What follows belongs to an exercise in optimizing a design on an open flow for small area, a short achievable clock period and few clock cycles per item; a production flow would make more cautious choices. Where RTL was checked, it was by simulation tests only, not by an equivalence proof against the original. Power figures rest on the tool's default switching activity, not on a simulated workload.

==> flow/design.v (excerpt) <==
module dxt1_dxt5_block_decoder_core #(
    parameter int MAX_DIMENSION = 4096
) (
    input  logic         i_clk,
    input  logic         i_rst_n,
    input  logic         i_cfg_valid,
    output logic         o_cfg_ready,
    input  logic [1:0]   i_cfg_index,
    input  logic [12:0]  i_cfg_data,
    input  logic         s_axis_tvalid,
    output logic         s_axis_tready,
    input  logic [127:0] s_axis_tdata,    
    output logic         m_axis_tvalid,
    input  logic         m_axis_tready,
    output logic [55:0]  m_axis_tdata,    
    output logic         m_axis_tlast,
    output logic [0:0]   m_axis_tuser     
);
==> flow/config.mk <==
export PLATFORM = sky130hd
export DESIGN_NAME = dxt1_dxt5_block_decoder_core
export DESIGN_NICKNAME = dxt1_dxt5_block_decoder_core
export VERILOG_FILES = /design/flow/design.v
export SDC_FILE = /design/flow/constraint.sdc
export NUM_CORES = 4
export LEC_CHECK = 0
export ABC_AREA = 1
export CAP_MARGIN = 20
export CORE_MARGIN = 2
export CORE_UTILIZATION = 40
export CTS_CLUSTER_DIAMETER = 80
export CTS_CLUSTER_SIZE = 20
export SLEW_MARGIN = 20
export SETUP_SLACK_MARGIN = 5.8
export BUFFER_PORTS_ARGS = -buffer_cell sky130_fd_sc_hd__buf_1
==> flow/constraint.sdc <==
create_clock -name core_clock -period 9.0 [get_ports {i_clk}]
set_input_delay 1.8000 -clock core_clock [delete_from_list [all_inputs] [get_ports {i_clk}]]
set_output_delay 1.8000 -clock core_clock [all_outputs]
set_load 0.01 [all_outputs]
standard.sh (not shown) runs the stock make flow with config.mk's settings and CLKGATE_MAP_FILE= SYNTH_SCRIPT=/design/flow/synth_recipe.tcl, a recipe that flattens the netlist after the stock synthesis.
==> flow/flow/run.sh <==
#!/bin/bash
set -o pipefail
cat >> config.mk <<'CFG'
export SETUP_SLACK_MARGIN = 5.8
export BUFFER_PORTS_ARGS = -buffer_cell sky130_fd_sc_hd__buf_1
CFG
bash standard.sh > standard_run.log 2>&1
The first run produced a clean layout.
Then changed:
--- a/flow/design.v
+++ b/flow/design.v
@@ -50,16 +50,26 @@
         if (v[12]) begin
             blkdim1 = 10'd1023;
         end else if (v[11:2] == 10'd0) begin
             blkdim1 = 10'd0;
         end else begin
             blkdim1 = v[11:2] - 10'd1;
         end
     endfunction
+    function automatic logic [1:0] sxy(input logic [1:0] c);
+        sxy = {c[0] ^ c[1], c[0]};
+    endfunction
+    function automatic logic [4:0] booth(input logic [2:0] j);
+        booth[4] = j[2] & j[1];
+        booth[3] = j[2] ^ j[1];
+        booth[2] = j[1] & !j[0];
+        booth[1] = j[0];
+        booth[0] = j[1];
+    endfunction
     function automatic logic [23:0] expand565(input logic [15:0] v);
         expand565 = {v[4:0], v[4:2], v[10:5], v[10:9], v[15:11], v[15:13]};
     endfunction
     function automatic logic [7:0] div3(input logic [9:0] n);
         logic [1:0] r;
         logic [3:0] t;
         logic [9:0] q;
         r = 2'd0;
@@ -211,17 +221,17 @@
     logic [7:0]   r_bad;           
     logic         r_bseven;        
     logic [3:0]   r_k;             
     logic [1:0]   r_nci;           
     logic [2:0]   r_nai;           
     logic         r_cv;
     logic [29:0]  r_cn;            
     logic         r_cfour;
-    logic [2:0]   r_cj;            
+    logic [4:0]   r_cb;            
     logic [1:0]   r_cam;           
     logic         r_pseven;
     logic [7:0]   r_pa0;           
     logic [5:0]   r_pq;
     logic [5:0]   r_pf;            
     logic         r_ov;
     logic [31:0]  r_rgba;
     logic [21:0]  r_idx;
@@ -332,20 +342,20 @@
             r_bseven <= (w_ia0 > w_ia1);
             r_bad    <= (w_ia0 > w_ia1) ? (w_ia0 - w_ia1) : (w_ia1 - w_ia0);
         end
     end
     logic [3:0] w_k1;
     assign w_k1 = r_k + 4'd1;
     always_ff @(posedge i_clk) begin
         if (r_rdy) begin
-            r_nci <= r_fmt ? s_axis_tdata[97:96] : s_axis_tdata[33:32];
+            r_nci <= sxy(r_fmt ? s_axis_tdata[97:96] : s_axis_tdata[33:32]);
             r_nai <= s_axis_tdata[18:16];
         end else if (w_sel) begin
-            r_nci <= r_bfmt ? r_hidx[2 * w_k1 +: 2] : r_lo[32 + 2 * w_k1 +: 2];
+            r_nci <= sxy(r_bfmt ? r_hidx[2 * w_k1 +: 2] : r_lo[32 + 2 * w_k1 +: 2]);
             r_nai <= r_lo[16 + 3 * w_k1 +: 3];
         end
     end
     logic [15:0] w_c0, w_c1;
     logic [23:0] w_e0, w_e1;
     logic [1:0]  w_ci;
     logic [2:0]  w_ai;
     logic        w_four, w_zero, w_sx, w_sy;
@@ -353,22 +363,22 @@
     logic [29:0] w_n;
     logic [2:0]  w_j;
     logic [1:0]  w_am;
     always_comb begin
         w_c0   = r_chdr[15:0];
         w_c1   = r_chdr[31:16];
         w_e0   = expand565(w_c0);
         w_e1   = expand565(w_c1);
-        w_ci   = r_nci;
+        w_ci   = {r_nci[1] ^ r_nci[0], r_nci[0]};
         w_ai   = r_nai;
         w_four = r_bfour;
-        w_zero = !w_four && (w_ci == 2'd3);
-        w_sx   = w_ci[0];
-        w_sy   = w_ci[0] ^ w_ci[1];
+        w_sx   = r_nci[0];
+        w_sy   = r_nci[1];
+        w_zero = !w_four && w_sx && !w_sy;       
         for (int ch = 0; ch < 3; ch++) begin
             w_ex = w_sx ? w_e1[ch*8 +: 8] : w_e0[ch*8 +: 8];
             w_ey = w_sy ? w_e1[ch*8 +: 8] : w_e0[ch*8 +: 8];
             if (w_zero) begin
                 w_n[ch*10 +: 10] = 10'd0;
             end else if (w_four) begin
                 w_n[ch*10 +: 10] = {1'b0, w_ex, 1'b0} + {2'b00, w_ey};
             end else begin
@@ -413,17 +423,17 @@
             endcase
         end
     end
     assign w_qr = divmod57(r_bad, r_bseven);
     always_ff @(posedge i_clk) begin
         if (w_sel) begin
             r_cn    <= w_n;
             r_cfour <= w_four;
-            r_cj    <= w_j;
+            r_cb    <= booth(w_j);
             r_cam   <= w_am;
             if (r_k == 4'd0) begin
                 r_pseven <= r_bseven;
                 r_pa0    <= r_bseven ? ~r_lo[7:0] : r_lo[7:0];
                 r_pq     <= w_qr[8:3];
                 r_pf     <= w_f;
             end
         end
@@ -434,30 +444,22 @@
     logic [13:0] w_a, w_p0, w_p2, w_s1;
     logic [14:0] w_y1, w_z15;
     always_comb begin
         for (int ch = 0; ch < 3; ch++) begin
             w_rgb[ch*8 +: 8] = r_cfour ? div3(r_cn[ch*10 +: 10]) : r_cn[ch*10+1 +: 8];
         end
         w_qq = {r_pq, r_pf};
         w_a  = {r_pa0, {6{r_pseven}}};
-        case (r_cj[2:1])
-            2'b00:   w_p2 = 14'd0;
-            2'b11:   w_p2 = 14'({w_qq, 3'b000});
-            default: w_p2 = 14'({w_qq, 2'b00});
-        endcase
-        case (r_cj[1:0])
-            2'b00:   w_p0 = 14'd0;
-            2'b01:   w_p0 = 14'(w_qq);
-            2'b10:   w_p0 = ~(14'({w_qq, 1'b0}));
-            default: w_p0 = ~(14'(w_qq));
-        endcase
+        w_p2 = (r_cb[4] ? 14'({w_qq, 3'b000}) : 14'd0) | (r_cb[3] ? 14'({w_qq, 2'b00}) : 14'd0);
+        w_p0 = ((r_cb[2] ? 14'({w_qq, 1'b0}) : 14'd0) | (r_cb[1] ? 14'(w_qq) : 14'd0))
+             ^ {14{r_cb[0]}};
         w_s1  = w_a ^ w_p0 ^ w_p2;
         w_y1  = {(w_a & w_p0) | (w_a & w_p2) | (w_p0 & w_p2), 1'b0};
-        w_z15 = {w_s1, 1'b1} + {w_y1[13:0], r_cj[1]};
+        w_z15 = {w_s1, 1'b1} + {w_y1[13:0], r_cb[0]};
         w_z   = w_z15[14:7];
         case (r_cam)
             AM_ZERO: w_alpha = 8'd0;
             AM_FULL: w_alpha = 8'd255;
             default: w_alpha = r_pseven ? ~w_z : w_z;
         endcase
     end
     assign w_idx23 = {r_idx, 1'b1} + {12'd0, r_bbw, 1'b1};
- sequential share of layout area came out higher by 0.99 points
- non-clock buffer count came out lower by 31
- sequential power stays flat
- total power went down by 4.9%
- register-to-register slack gains 0.25 ns
- design area falls by 2.1%
- synthesized cell count is lower by 1.8%
- wire length decreases by 0.78%
- clock power increases by about 9%
- core utilization falls by 0.92 points
- worst setup slack gets better by 0.21 ns
- clock skew stays flat
- count of clock-buffer cells in the layout increases by 2
- final cell count decreases by 2.0%
Testbench counts after the change, summed over its fixed seeds: cycles 17,440, items 16,384.
Only the layout flow was run in the first run of this note; the RTL was not checked for function there.

-- what the ideal ports hide --
The flow's constraints put no driver on any port. The routed layouts listed below were extracted and timed again, unchanged, in two steps.
Step 1: set_driving_cell puts a clkbuf_16 on i_clk and a buf_2 on each other input, an assumption about the parent block.
Step 2 also shifts input and output timing later by t, the mid clock arrival at the registers, as if the neighbouring blocks saw the same clock.
Three values: ideal ports, drivers, drivers and shift; two values: the first two.
run	t, ns	setup WS [ns]	latest minus earliest clock arrival (ns)	worst slew at a driven data input, ns
the first run	0.640	5.610 / 5.610 / 5.111	0.032 / 0.032	0.10
the second run	0.656	5.819 / 5.799 / 5.155	0.040 / 0.040	0.11
After both steps every run listed still meets setup and hold. The setup slack of the second run, which loses most, moves by -0.020 ns with the drivers and by -0.664 ns with both steps.
